Source: an optimization exercise on an open RTL-to-GDS flow (aim: small area, a short achievable clock period and few clock cycles). Production flows keep margins and buffers that such runs may drop. At most, simulation tests tie the RTL to the original design; equivalence was not proved. Power is estimated from default activity; no workload was simulated.

==> inputs of run R <==
// battery_level_estimator
module battery_level_estimator (
  input  wire logic        clk,
  input  wire logic        rst_n,
  input  wire logic        in_valid,
  output logic             in_ready,
  input  wire logic [11:0] in_raw_sample,
  input  wire logic        in_sample_ok,
  output logic             out_valid,
  input  wire logic        out_ready,
  output logic [13:0]      out_filtered_mv,
  output logic [13:0]      out_cell_mv,
  output logic [11:0]      out_average_raw,
  output logic [6:0]       out_charge_percent,
  output logic             out_status,
  input  wire logic        cfg_we,
  input  wire logic [2:0]  cfg_index,
  input  wire logic [11:0] cfg_wdata
);
  logic [3:0]  lenm1_r, lenm1_n;
  logic [11:0] fs_r;
  logic [2:0]  num_r, den_r;
  logic [4:0]  ema_r;
  logic [13:0] fs3_r;
  logic [4:0]  den3_r;
  logic [6:0]  ema3_r;
  always_comb begin
    lenm1_n = lenm1_r;
    if (cfg_we && cfg_index == 3'd0) begin
  ...
==> flow/config.mk <==
export PLATFORM = sky130hd
export DESIGN_NAME = battery_level_estimator
export DESIGN_NICKNAME = battery_level_estimator
export VERILOG_FILES = /design/flow/design.v
export SDC_FILE = /design/flow/constraint.sdc
export NUM_CORES = 4
export LEC_CHECK = 0
export CAP_MARGIN = 20
export CORE_MARGIN = 2
export CORE_UTILIZATION = 60
export SLEW_MARGIN = 20
==> flow/constraint.sdc <==
create_clock -name core_clock -period 10.0 [get_ports {clk}]
set_input_delay 2.0000 -clock core_clock [delete_from_list [all_inputs] [get_ports {clk}]]
set_output_delay 2.0000 -clock core_clock [all_outputs]
set_load 0.01 [all_outputs]
standard.sh (not shown) runs the stock make flow with config.mk's settings and CLKGATE_MAP_FILE= SYNTH_SCRIPT=/design/flow/synth_recipe.tcl, a recipe that flattens the netlist after the stock synthesis.
==> flow/flow/run.sh <==
#!/bin/bash
set -euo pipefail
bash standard.sh SETUP_SLACK_MARGIN=6.7 finish > flow_make.log 2>&1
==> run D (differences from run R) <==
--- a/flow/config.mk
+++ b/flow/config.mk
@@ -9,3 +9,5 @@
 export CORE_MARGIN = 2
 export CORE_UTILIZATION = 60
+export CTS_CLUSTER_DIAMETER = 100
+export CTS_CLUSTER_SIZE = 20
 export SLEW_MARGIN = 20
==> comparison table <==
| item | run D | run R |
|---|---|---|
| Multi-input combinational cell count | 1784 | 1783 |
| Beginning of the worst hold path | avgC_r[5]$_DFFE_PP_ | avgC_r[0]$_DFFE_PP_ |
| Multi-input gate area in the final layout | 0.0130 mm^2 | 0.0129 mm^2 |
| Via count of the first global-routing pass | 16800 | 16900 |
| Skew final | 0.0304 ns | 0.0200 ns |
| Fraction of layout instances using a drive strength above 1 | 11.2% | 12.2% |
| GR met1 Demand/Resource | 34.8% | 34.8% |
| Met2 layer wire length in the routed design | 25300 um | 25800 um |
| Static leakage | 10.4 nW | 10.8 nW |
| Clkbuf count | 35 | 52 |
| Maximum clock frequency | 304 MHz | 304 MHz |
| Cells on worst reg2reg path | 11 | 16 |
| Required time of the worst setup path | 10.30 ns | 10.31 ns |
| Hold path endpoint | avgD_r[5]$_DFFE_PP_ | avgD_r[0]$_DFFE_PP_ |
| Maximum level of the CTS H-tree | 1 | 2 |
| Internal | 1.96 mW | 2.47 mW |
| Sequential portion of the cell area | 35.3% | 34.4% |
| Power Density | 101 mW/mm^2 | 123 mW/mm^2 |
| Instance count on the critical path | 11 | 16 |
| Peak supply drop | 0.0998 mV | 0.218 mV |
| Signal buffers | 157 | 155 |
| Ratio of final minimum period to clock period | 32.9% | 32.9% |
| Post-detailed-route via-to-cell ratio | 5.79 | 5.80 |
| Run status | finished clean | finished clean |
Testbench counts of run R, summed over its fixed seeds: cycles 8,978.
Testbench counts of run D, summed over its fixed seeds: cycles 8,978.


==> run a <==
Another version of the RTL of battery_level_estimator (not shown whole).
clock: 10.0 ns
lec_check: 0
cap_margin: 20
core_margin: 2
core_utilization: 60
cts_cluster_diameter: 100
cts_cluster_size: 20
slew_margin: 20
Scripts as last shown in full above: flow/flow/run.sh
==> inputs of run b, as changes to run a <==
--- a/flow/design.v
+++ b/flow/design.v
@@ -52,15 +52,14 @@
   logic [3:0]  lenm1_r, lenm1_n;
   logic [11:0] fs_r;
   logic [2:0]  num_r, den_r;
   logic [4:0]  ema_r;
   logic [13:0] fs3_r;
   logic [4:0]  den3_r;
   logic [6:0]  ema3_r;
-  logic [4:0]  emam1_r;    
   always_comb begin
     lenm1_n = lenm1_r;
     if (cfg_we && cfg_index == 3'd0) begin
       if (cfg_wdata[4:0] == 5'd0) lenm1_n = 4'd0;
       else if (cfg_wdata[4] && cfg_wdata[3:0] != 4'd0) lenm1_n = 4'd15;
       else lenm1_n = 4'(cfg_wdata[4:0] - 5'd1);
     end
@@ -83,15 +82,14 @@
           default: ;
         endcase
       end
     end
     fs3_r <= {2'd0, fs_r} + {1'b0, fs_r, 1'b0};
     den3_r <= {2'd0, den_r} + {1'b0, den_r, 1'b0};
     ema3_r <= {2'd0, ema_r} + {1'b0, ema_r, 1'b0};
-    emam1_r <= ema_r - 5'd1;
   end
   localparam logic [1:0] S_IDLE = 2'd0, S_RUN = 2'd1, S_DONE = 2'd2, S_LAST = 2'd3;
   logic [1:0] stA_r, stA_n, stB_r, stB_n, stC_r, stC_n, stD_r, stD_n;
   logic       handAB, handBC, handCD;
   logic       freeA, freeB, freeC, freeD;
   logic [3:0]  pos_r, pos_n;
   logic [11:0] smp_r;
@@ -143,35 +141,35 @@
         cnt_r <= cnt_add;
         cnt3_r <= cnt3_add;
       end
     end
     smp_r <= in_raw_sample;
     ok_r <= in_sample_ok;
   end
-  assign freeD = (stD_r == S_IDLE) | upd;
+  assign freeD = (stD_r == S_IDLE);
   assign handCD = (stC_r == S_DONE) & freeD;
   assign freeC = (stC_r == S_IDLE) | handCD;
   assign handBC = (stB_r == S_DONE) & freeC;
   assign freeB = (stB_r == S_IDLE) | handBC;
   assign handAB = (stA_r == S_DONE) & freeB;
   assign freeA = (stA_r == S_IDLE) | handAB;
-  logic nfreeA, nfreeB, nfreeC, nfreeD;
-  assign nfreeC = (stC_n == S_IDLE) | ((stC_n == S_DONE) & nfreeD);
+  logic nfreeA, nfreeB, nfreeC;
+  assign nfreeC = (stC_n == S_IDLE) | ((stC_n == S_DONE) & (stD_n == S_IDLE));
   assign nfreeB = (stB_n == S_IDLE) | ((stB_n == S_DONE) & nfreeC);
   assign nfreeA = (stA_n == S_IDLE) | ((stA_n == S_DONE) & nfreeB);
   assign inrdy_n = ~((pend_n | (accept & last_r)) & ~nfreeA);
   logic [2:0]  cycA_r, cycA_n;
   logic [3:0]  RA_r, RA_n;
   logic [11:0] QA_r, QA_n;      
   logic [4:0]  nA_r, nA_n;
   logic [5:0]  n3A_r, n3A_n;
   logic [1:0]  a_q;
-  logic [5:0]  a_rem;
-  ble_div4_step #(.W(6)) u_avg (.t({RA_r, QA_r[11:10]}), .d1({1'b0, nA_r}),
-                                .d2({nA_r, 1'b0}), .d3(n3A_r),
+  logic [6:0]  a_rem;
+  ble_div4_step #(.W(7)) u_avg (.t({1'b0, RA_r, QA_r[11:10]}), .d1({2'd0, nA_r}),
+                                .d2({1'b0, nA_r, 1'b0}), .d3({1'b0, n3A_r}),
                                 .digit(a_q), .rem(a_rem));
   always_comb begin
     stA_n = stA_r;
     cycA_n = cycA_r;
     RA_n = RA_r;
     QA_n = QA_r;
     nA_n = nA_r;
@@ -330,47 +328,28 @@
   logic        seedD_r, seedD_n;
   logic        emptyD_r, emptyD_n;
   logic [13:0] cellD_r, cellD_n;
   logic [11:0] avgD_r, avgD_n;
   logic [1:0]  e_q;
   logic [6:0]  e_rem;
   logic [13:0] cell_v;
-  logic [14:0] fa, fb, f_sum, d_next;
-  logic        fc;
-  logic        lq_r, lq_n, ls_r, ls_n;    
-  logic        e_fix;
+  logic [14:0] d_cf, d_fc;
   logic [13:0] o_filt, o_cell;
   logic [11:0] o_avg;
   logic [6:0]  o_pct;
   logic        o_status, o_valid;
   logic        v1_r, v2_r, v3_r, v4_r;
   logic        own_ok, upd;
   logic [13:0] filt_d;
-  ble_div4_step #(.W(7)) u_ema (.t({RD_r, QD_r[13:12] ^ {2{negD_r}}}), .d1({2'd0, ema_r}),
+  ble_div4_step #(.W(7)) u_ema (.t({RD_r, QD_r[13:12]}), .d1({2'd0, ema_r}),
                                 .d2({1'b0, ema_r, 1'b0}), .d3(ema3_r),
                                 .digit(e_q), .rem(e_rem));
   assign cell_v = QC_r[14] ? 14'd16383 : QC_r[13:0];
-  assign e_fix = (RD_r == emam1_r);
-  assign nfreeD = (stD_n == S_IDLE) |
-                  ((stD_n == S_LAST) & ~upd & ~v1_r & ~v2_r & ~v3_r & ~v4_r & ~o_valid);
-  always_comb begin
-    fa = {1'b0, o_filt};
-    fb = ls_r ? {1'b0, cellD_r} : lq_r ? {negD_r, QD_r ^ {14{negD_r}}} : 15'd0;
-    fc = lq_r & negD_r & ~e_fix;
-  end
-  assign lq_n = (stD_n == S_LAST) & ~emptyD_n & ~seedD_n;
-  assign ls_n = (stD_n == S_LAST) & ~emptyD_n & seedD_n;
-  assign f_sum = fa + fb + {14'd0, fc};
-  logic [14:0] dx, dy, dz, ds, dc;
-  assign dx = {1'b0, cell_v};
-  assign dy = ~fa;
-  assign dz = ~fb;
-  assign ds = dx ^ dy ^ dz;
-  assign dc = (dx & dy) | (dx & dz) | (dy & dz);
-  assign d_next = ds + {dc[13:0], ~fc} + 15'd1;
+  assign d_cf = {1'b0, cell_v} - {1'b0, o_filt};
+  assign d_fc = {1'b0, o_filt} - {1'b0, cell_v};
   assign own_ok = ~v1_r & ~v2_r & ~v3_r & ~v4_r & ~o_valid;
   assign upd = (stD_r == S_LAST) & own_ok;
   always_comb begin
     stD_n = stD_r;
     cycD_n = cycD_r;
     QD_n = QD_r;
     RD_n = RD_r;
@@ -381,47 +360,45 @@
     avgD_n = avgD_r;
     case (stD_r)
       S_RUN: begin
         QD_n = {QD_r[11:0], e_q};
         RD_n = e_rem[4:0];
         cycD_n = cycD_r + 3'd1;
         if (cycD_r == 3'd6) stD_n = S_LAST;
-        if (cycD_r == 3'd0 && o_filt == 14'd0) begin
-          seedD_n = 1'b1;
-          stD_n = S_LAST;
-        end
       end
       S_LAST: if (own_ok) stD_n = S_IDLE;
       default: ;
     endcase
     if (handCD) begin
       cellD_n = cell_v;
       avgD_n = avgC_r;
       emptyD_n = emptyC_r;
-      seedD_n = 1'b0;
-      negD_n = d_next[14];
-      QD_n = d_next[13:0];
+      seedD_n = (o_filt == 14'd0);
+      negD_n = d_cf[14];
+      QD_n = d_cf[14] ? d_fc[13:0] : d_cf[13:0];
       RD_n = 5'd0;
       cycD_n = 3'd0;
-      stD_n = emptyC_r ? S_LAST : S_RUN;
+      stD_n = (emptyC_r || o_filt == 14'd0) ? S_LAST : S_RUN;
     end
   end
-  assign filt_d = f_sum[13:0];
+  always_comb begin
+    if (emptyD_r) filt_d = o_filt;
+    else if (seedD_r) filt_d = cellD_r;
+    else filt_d = negD_r ? (o_filt - QD_r) : (o_filt + QD_r);
+  end
   always_ff @(posedge clk) begin
     if (!rst_n) begin
       stD_r <= S_IDLE;
       cycD_r <= 3'd0;
     end else begin
       stD_r <= stD_n;
       cycD_r <= cycD_n;
     end
     QD_r <= QD_n;
     RD_r <= RD_n;
-    lq_r <= lq_n;
-    ls_r <= ls_n;
     negD_r <= negD_n;
     seedD_r <= seedD_n;
     emptyD_r <= emptyD_n;
     cellD_r <= cellD_n;
     avgD_r <= avgD_n;
   end
   logic [3:0]  seg, t1_seg;
==> flow/flow/run.sh (replaced) <==
#!/bin/bash
set -euo pipefail
bash standard.sh SETUP_SLACK_MARGIN=6.5 finish > flow_make.log 2>&1
==> flow/config.mk (replaced) <==
export PLATFORM = sky130hd
export DESIGN_NAME = battery_level_estimator
export DESIGN_NICKNAME = battery_level_estimator
export VERILOG_FILES = /design/flow/design.v
export SDC_FILE = /design/flow/constraint.sdc
export NUM_CORES = 4
export LEC_CHECK = 0
export CAP_MARGIN = 20
export CORE_MARGIN = 2
export CORE_UTILIZATION = 60
export CTS_BUF_LIST = sky130_fd_sc_hd__clkbuf_4
export SLEW_MARGIN = 20
==> inputs of run c, as changes to run a <==
--- a/flow/design.v
+++ b/flow/design.v
@@ -52,15 +52,14 @@
   logic [3:0]  lenm1_r, lenm1_n;
   logic [11:0] fs_r;
   logic [2:0]  num_r, den_r;
   logic [4:0]  ema_r;
   logic [13:0] fs3_r;
   logic [4:0]  den3_r;
   logic [6:0]  ema3_r;
-  logic [4:0]  emam1_r;    
   always_comb begin
     lenm1_n = lenm1_r;
     if (cfg_we && cfg_index == 3'd0) begin
       if (cfg_wdata[4:0] == 5'd0) lenm1_n = 4'd0;
       else if (cfg_wdata[4] && cfg_wdata[3:0] != 4'd0) lenm1_n = 4'd15;
       else lenm1_n = 4'(cfg_wdata[4:0] - 5'd1);
     end
@@ -83,95 +82,71 @@
           default: ;
         endcase
       end
     end
     fs3_r <= {2'd0, fs_r} + {1'b0, fs_r, 1'b0};
     den3_r <= {2'd0, den_r} + {1'b0, den_r, 1'b0};
     ema3_r <= {2'd0, ema_r} + {1'b0, ema_r, 1'b0};
-    emam1_r <= ema_r - 5'd1;
   end
-  localparam logic [1:0] S_IDLE = 2'd0, S_RUN = 2'd1, S_DONE = 2'd2, S_LAST = 2'd3;
-  logic [1:0] stA_r, stA_n, stB_r, stB_n, stC_r, stC_n, stD_r, stD_n;
-  logic       handAB, handBC, handCD;
-  logic       freeA, freeB, freeC, freeD;
   logic [3:0]  pos_r, pos_n;
-  logic [11:0] smp_r;
-  logic        ok_r, vld_r, lst_r, pend_r, pend_n;
   logic [15:0] sum_r, sum_add;
   logic [4:0]  cnt_r, cnt_add;
   logic [5:0]  cnt3_r, cnt3_add;
-  logic        last_r, accept, load, done_burst, inrdy_r, inrdy_n;
-  logic [15:0] ld_sum;
-  logic [4:0]  ld_cnt;
-  logic [5:0]  ld_cnt3;
+  logic        last_r, accept, load, inrdy_r, inrdy_n;
   assign in_ready = inrdy_r;
   assign accept = in_valid & in_ready;
-  assign sum_add = sum_r + (ok_r ? {4'd0, smp_r} : 16'd0);
-  assign cnt_add = cnt_r + {4'd0, ok_r};
-  assign cnt3_add = cnt3_r + (ok_r ? 6'd3 : 6'd0);
-  assign done_burst = vld_r & lst_r;
-  assign load = (done_burst | pend_r) & freeA;
-  assign pend_n = (done_burst | pend_r) & ~freeA;
-  assign ld_sum = pend_r ? sum_r : sum_add;
-  assign ld_cnt = pend_r ? cnt_r : cnt_add;
-  assign ld_cnt3 = pend_r ? cnt3_r : cnt3_add;
+  assign load = accept & last_r;
+  assign sum_add = sum_r + (in_sample_ok ? {4'd0, in_raw_sample} : 16'd0);
+  assign cnt_add = cnt_r + {4'd0, in_sample_ok};
+  assign cnt3_add = cnt3_r + (in_sample_ok ? 6'd3 : 6'd0);
   always_comb begin
     pos_n = pos_r;
     if (accept) pos_n = last_r ? 4'd0 : pos_r + 4'd1;
   end
   always_ff @(posedge clk) begin
     if (!rst_n) begin
       pos_r <= 4'd0;
       sum_r <= 16'd0;
       cnt_r <= 5'd0;
       cnt3_r <= 6'd0;
       last_r <= 1'b0;
-      vld_r <= 1'b0;
-      lst_r <= 1'b0;
-      pend_r <= 1'b0;
     end else begin
       pos_r <= pos_n;
       last_r <= (pos_n == lenm1_n);
-      vld_r <= accept;
-      lst_r <= accept & last_r;
-      pend_r <= pend_n;
-      if (load) begin
-        sum_r <= 16'd0;
-        cnt_r <= 5'd0;
-        cnt3_r <= 6'd0;
-      end else if (vld_r) begin
-        sum_r <= sum_add;
-        cnt_r <= cnt_add;
-        cnt3_r <= cnt3_add;
+      if (accept) begin
+        sum_r <= last_r ? 16'd0 : sum_add;
+        cnt_r <= last_r ? 5'd0 : cnt_add;
+        cnt3_r <= last_r ? 6'd0 : cnt3_add;
       end
     end
-    smp_r <= in_raw_sample;
-    ok_r <= in_sample_ok;
   end
-  assign freeD = (stD_r == S_IDLE) | upd;
+  localparam logic [1:0] S_IDLE = 2'd0, S_RUN = 2'd1, S_DONE = 2'd2, S_LAST = 2'd3;
+  logic [1:0] stA_r, stA_n, stB_r, stB_n, stC_r, stC_n, stD_r, stD_n;
+  logic       handAB, handBC, handCD;
+  logic       freeA, freeB, freeC, freeD;
+  assign freeD = (stD_r == S_IDLE);
   assign handCD = (stC_r == S_DONE) & freeD;
   assign freeC = (stC_r == S_IDLE) | handCD;
   assign handBC = (stB_r == S_DONE) & freeC;
   assign freeB = (stB_r == S_IDLE) | handBC;
   assign handAB = (stA_r == S_DONE) & freeB;
   assign freeA = (stA_r == S_IDLE) | handAB;
-  logic nfreeA, nfreeB, nfreeC, nfreeD;
-  assign nfreeC = (stC_n == S_IDLE) | ((stC_n == S_DONE) & nfreeD);
+  logic nfreeB, nfreeC;
+  assign nfreeC = (stC_n == S_IDLE) | ((stC_n == S_DONE) & (stD_n == S_IDLE));
   assign nfreeB = (stB_n == S_IDLE) | ((stB_n == S_DONE) & nfreeC);
-  assign nfreeA = (stA_n == S_IDLE) | ((stA_n == S_DONE) & nfreeB);
-  assign inrdy_n = ~((pend_n | (accept & last_r)) & ~nfreeA);
+  assign inrdy_n = ~(pos_n == lenm1_n) | (stA_n == S_IDLE) | ((stA_n == S_DONE) & nfreeB);
   logic [2:0]  cycA_r, cycA_n;
   logic [3:0]  RA_r, RA_n;
   logic [11:0] QA_r, QA_n;      
   logic [4:0]  nA_r, nA_n;
   logic [5:0]  n3A_r, n3A_n;
   logic [1:0]  a_q;
-  logic [5:0]  a_rem;
-  ble_div4_step #(.W(6)) u_avg (.t({RA_r, QA_r[11:10]}), .d1({1'b0, nA_r}),
-                                .d2({nA_r, 1'b0}), .d3(n3A_r),
+  logic [6:0]  a_rem;
+  ble_div4_step #(.W(7)) u_avg (.t({1'b0, RA_r, QA_r[11:10]}), .d1({2'd0, nA_r}),
+                                .d2({1'b0, nA_r, 1'b0}), .d3({1'b0, n3A_r}),
                                 .digit(a_q), .rem(a_rem));
   always_comb begin
     stA_n = stA_r;
     cycA_n = cycA_r;
     RA_n = RA_r;
     QA_n = QA_r;
     nA_n = nA_r;
@@ -185,18 +160,18 @@
       end
       S_DONE: if (handAB) stA_n = S_IDLE;
       default: ;
     endcase
     if (load) begin
       stA_n = S_RUN;
       cycA_n = 3'd0;
-      RA_n = ld_sum[15:12];
-      QA_n = ld_sum[11:0];
-      nA_n = ld_cnt;
-      n3A_n = ld_cnt3;
+      RA_n = sum_add[15:12];
+      QA_n = sum_add[11:0];
+      nA_n = cnt_add;
+      n3A_n = cnt3_add;
     end
   end
   always_ff @(posedge clk) begin
     if (!rst_n) begin
       stA_r <= S_IDLE;
       cycA_r <= 3'd0;
       inrdy_r <= 1'b1;
@@ -330,47 +305,28 @@
   logic        seedD_r, seedD_n;
   logic        emptyD_r, emptyD_n;
   logic [13:0] cellD_r, cellD_n;
   logic [11:0] avgD_r, avgD_n;
   logic [1:0]  e_q;
   logic [6:0]  e_rem;
   logic [13:0] cell_v;
-  logic [14:0] fa, fb, f_sum, d_next;
-  logic        fc;
-  logic        lq_r, lq_n, ls_r, ls_n;    
-  logic        e_fix;
+  logic [14:0] d_cf, d_fc;
   logic [13:0] o_filt, o_cell;
   logic [11:0] o_avg;
   logic [6:0]  o_pct;
   logic        o_status, o_valid;
   logic        v1_r, v2_r, v3_r, v4_r;
   logic        own_ok, upd;
   logic [13:0] filt_d;
-  ble_div4_step #(.W(7)) u_ema (.t({RD_r, QD_r[13:12] ^ {2{negD_r}}}), .d1({2'd0, ema_r}),
+  ble_div4_step #(.W(7)) u_ema (.t({RD_r, QD_r[13:12]}), .d1({2'd0, ema_r}),
                                 .d2({1'b0, ema_r, 1'b0}), .d3(ema3_r),
                                 .digit(e_q), .rem(e_rem));
   assign cell_v = QC_r[14] ? 14'd16383 : QC_r[13:0];
-  assign e_fix = (RD_r == emam1_r);
-  assign nfreeD = (stD_n == S_IDLE) |
-                  ((stD_n == S_LAST) & ~upd & ~v1_r & ~v2_r & ~v3_r & ~v4_r & ~o_valid);
-  always_comb begin
-    fa = {1'b0, o_filt};
-    fb = ls_r ? {1'b0, cellD_r} : lq_r ? {negD_r, QD_r ^ {14{negD_r}}} : 15'd0;
-    fc = lq_r & negD_r & ~e_fix;
-  end
-  assign lq_n = (stD_n == S_LAST) & ~emptyD_n & ~seedD_n;
-  assign ls_n = (stD_n == S_LAST) & ~emptyD_n & seedD_n;
-  assign f_sum = fa + fb + {14'd0, fc};
-  logic [14:0] dx, dy, dz, ds, dc;
-  assign dx = {1'b0, cell_v};
-  assign dy = ~fa;
-  assign dz = ~fb;
-  assign ds = dx ^ dy ^ dz;
-  assign dc = (dx & dy) | (dx & dz) | (dy & dz);
-  assign d_next = ds + {dc[13:0], ~fc} + 15'd1;
+  assign d_cf = {1'b0, cell_v} - {1'b0, o_filt};
+  assign d_fc = {1'b0, o_filt} - {1'b0, cell_v};
   assign own_ok = ~v1_r & ~v2_r & ~v3_r & ~v4_r & ~o_valid;
   assign upd = (stD_r == S_LAST) & own_ok;
   always_comb begin
     stD_n = stD_r;
     cycD_n = cycD_r;
     QD_n = QD_r;
     RD_n = RD_r;
@@ -381,47 +337,45 @@
     avgD_n = avgD_r;
     case (stD_r)
       S_RUN: begin
         QD_n = {QD_r[11:0], e_q};
         RD_n = e_rem[4:0];
         cycD_n = cycD_r + 3'd1;
         if (cycD_r == 3'd6) stD_n = S_LAST;
-        if (cycD_r == 3'd0 && o_filt == 14'd0) begin
-          seedD_n = 1'b1;
-          stD_n = S_LAST;
-        end
       end
       S_LAST: if (own_ok) stD_n = S_IDLE;
       default: ;
     endcase
     if (handCD) begin
       cellD_n = cell_v;
       avgD_n = avgC_r;
       emptyD_n = emptyC_r;
-      seedD_n = 1'b0;
-      negD_n = d_next[14];
-      QD_n = d_next[13:0];
+      seedD_n = (o_filt == 14'd0);
+      negD_n = d_cf[14];
+      QD_n = d_cf[14] ? d_fc[13:0] : d_cf[13:0];
       RD_n = 5'd0;
       cycD_n = 3'd0;
-      stD_n = emptyC_r ? S_LAST : S_RUN;
+      stD_n = (emptyC_r || o_filt == 14'd0) ? S_LAST : S_RUN;
     end
   end
-  assign filt_d = f_sum[13:0];
+  always_comb begin
+    if (emptyD_r) filt_d = o_filt;
+    else if (seedD_r) filt_d = cellD_r;
+    else filt_d = negD_r ? (o_filt - QD_r) : (o_filt + QD_r);
+  end
   always_ff @(posedge clk) begin
     if (!rst_n) begin
       stD_r <= S_IDLE;
       cycD_r <= 3'd0;
     end else begin
       stD_r <= stD_n;
       cycD_r <= cycD_n;
     end
     QD_r <= QD_n;
     RD_r <= RD_n;
-    lq_r <= lq_n;
-    ls_r <= ls_n;
     negD_r <= negD_n;
     seedD_r <= seedD_n;
     emptyD_r <= emptyD_n;
     cellD_r <= cellD_n;
     avgD_r <= avgD_n;
   end
   logic [3:0]  seg, t1_seg;
==> flow/run.sh (new file) <==
#!/bin/bash
# synth_recipe.tcl (not shown) runs the flow's synth.tcl, then flattens the netlist and writes it again
# the make line also repeats each setting of config.mk as NAME=value (left out here)
make -C /OpenROAD-flow-scripts/flow DESIGN_CONFIG=/design/flow/config.mk WORK_HOME=/design/flow/orfs CLKGATE_MAP_FILE= SYNTH_SCRIPT=/design/flow/synth_recipe.tcl finish
==> flow/config.mk (replaced) <==
export PLATFORM = sky130hd
export DESIGN_NAME = battery_level_estimator
export DESIGN_NICKNAME = battery_level_estimator
export VERILOG_FILES = /design/flow/design.v
export SDC_FILE = /design/flow/constraint.sdc
export NUM_CORES = 4
export LEC_CHECK = 0
export CAP_MARGIN = 20
export CORE_MARGIN = 2
export CORE_UTILIZATION = 60
export CTS_BUF_LIST = sky130_fd_sc_hd__clkbuf_4
export SETUP_SLACK_MARGIN = 5
export SLEW_MARGIN = 20
removed: flow/flow/run.sh
removed: flow/standard.sh
==> comparison <==
Run b passed the timing, design-rule and antenna checks. Run c went through all stages and came out clean. Run a completed with no timing, DRC or antenna violations. Against run c, the setup slack of run b is higher by 1400 ps. Of run a and run b, run b has the higher cell count (gap 2.9%, measured against run b). Register-to-register slack, lowest first: run c, run a, run b. In run b the sequential power is smaller than in run a, by about 3%. Between run a and run b, the lower via count is in run a (gap about 1.5%, measured against run b). Of run a and run b, run a has the higher utilization (gap 0.067 points). Of run b and run a, run a has the higher non-clock buffer count (gap 60). Of run c and run a, run c has the higher clock power (gap 40%, measured against run a). Of run b and run a, run a has the higher final area (gap about 2%, measured against run a).
==> figures <==
Run status: run b finished clean; run c finished clean; run a finished clean
Buffers inserted by post-CTS timing repair: run b 21; run c 0; run a 66
Site Rows: run b 70; run c 69; run a 71
Plain + repair buffers: run b 129; run c 99; run a 189
Clock Power: run b 1.28 mW; run c 1.25 mW; run a 0.896 mW
GR Layer Usage met2: run b 0.456; run c 0.493; run a 0.476
Final worst clock skew: run b 47.0 ps; run c 47.0 ps; run a 18.2 ps
Pwr per Cell Area: run b 116 nW/um2; run c 123 nW/um2; run a 105 nW/um2
Leakage power figure: run b 10.6 nW; run c 10.1 nW; run a 10.7 nW
Average vias per placed instance: run b 5.69; run c 5.85; run a 5.77
First drt pass iteration count: run b 5; run c 8; run a 6
Signal inverters: run b 178; run c 177; run a 181
Simple logic cell fraction of the synthesized area: run b 0.161; run c 0.166; run a 0.157
Design area: run b 25200 um2; run c 24200 um2; run a 25700 um2
Global-route wire length before repair: run b 83700 um; run c 86500 um; run a 83500 um
Clock buffer count: run b 135; run c 140; run a 34
Gate count after technology mapping: run b 2401; run c 2404; run a 2384
Gr usage total: run b 0.266; run c 0.280; run a 0.263
Synth-to-Final Area Change: run b 12.8%; run c 10.6%; run a 13.9%
Post-cts sizing count: run b 150; run c 0; run a 176
Testbench counts of run a, summed over its fixed seeds: cycles 8,520.
Testbench counts of run b, summed over its fixed seeds: cycles 8,978.
The RTL of run c was laid out without a check of its function.

==> static timing again, ports no longer ideal <==
How much do the figures lean on ideal ports? The routed layouts below were timed once more, with nothing changed but the port constraints. Step 1: set_driving_cell puts a clkbuf_16 on clk and a buf_2 on each other input, an assumption about the parent block. Step 2 moves the port delays by t, midway between the first and last clock arrival at a register: inputs arrive t later, outputs are due t later. That takes back most of the time a late clock gives input paths. Slacks: ideal ports / drivers / drivers and shift; pairs: ideal ports / drivers.
run | shift t [ns] | setup slack, ns | slew at the worst register clock pin (ns) | cell pins on the clock port's net
run R | 0.627 | 6.715 / 6.673 / 6.162 | 0.06 / 0.06 | 1
run D | 0.595 | 6.710 / 6.686 / 6.205 | 0.10 / 0.10 | 1
run a | 0.603 | 6.421 / 6.421 / 6.203 | 0.09 / 0.09 | 1
run b | 0.839 | 6.582 / 6.529 / 5.789 | 0.08 / 0.08 | 1
run c | 0.808 | 5.227 / 5.256 / 4.448 | 0.08 / 0.08 | 1
After both steps every run listed still meets setup and hold. The setup slack of run b, which loses most, moves by -0.053 ns with the drivers and by -0.793 ns with both steps.
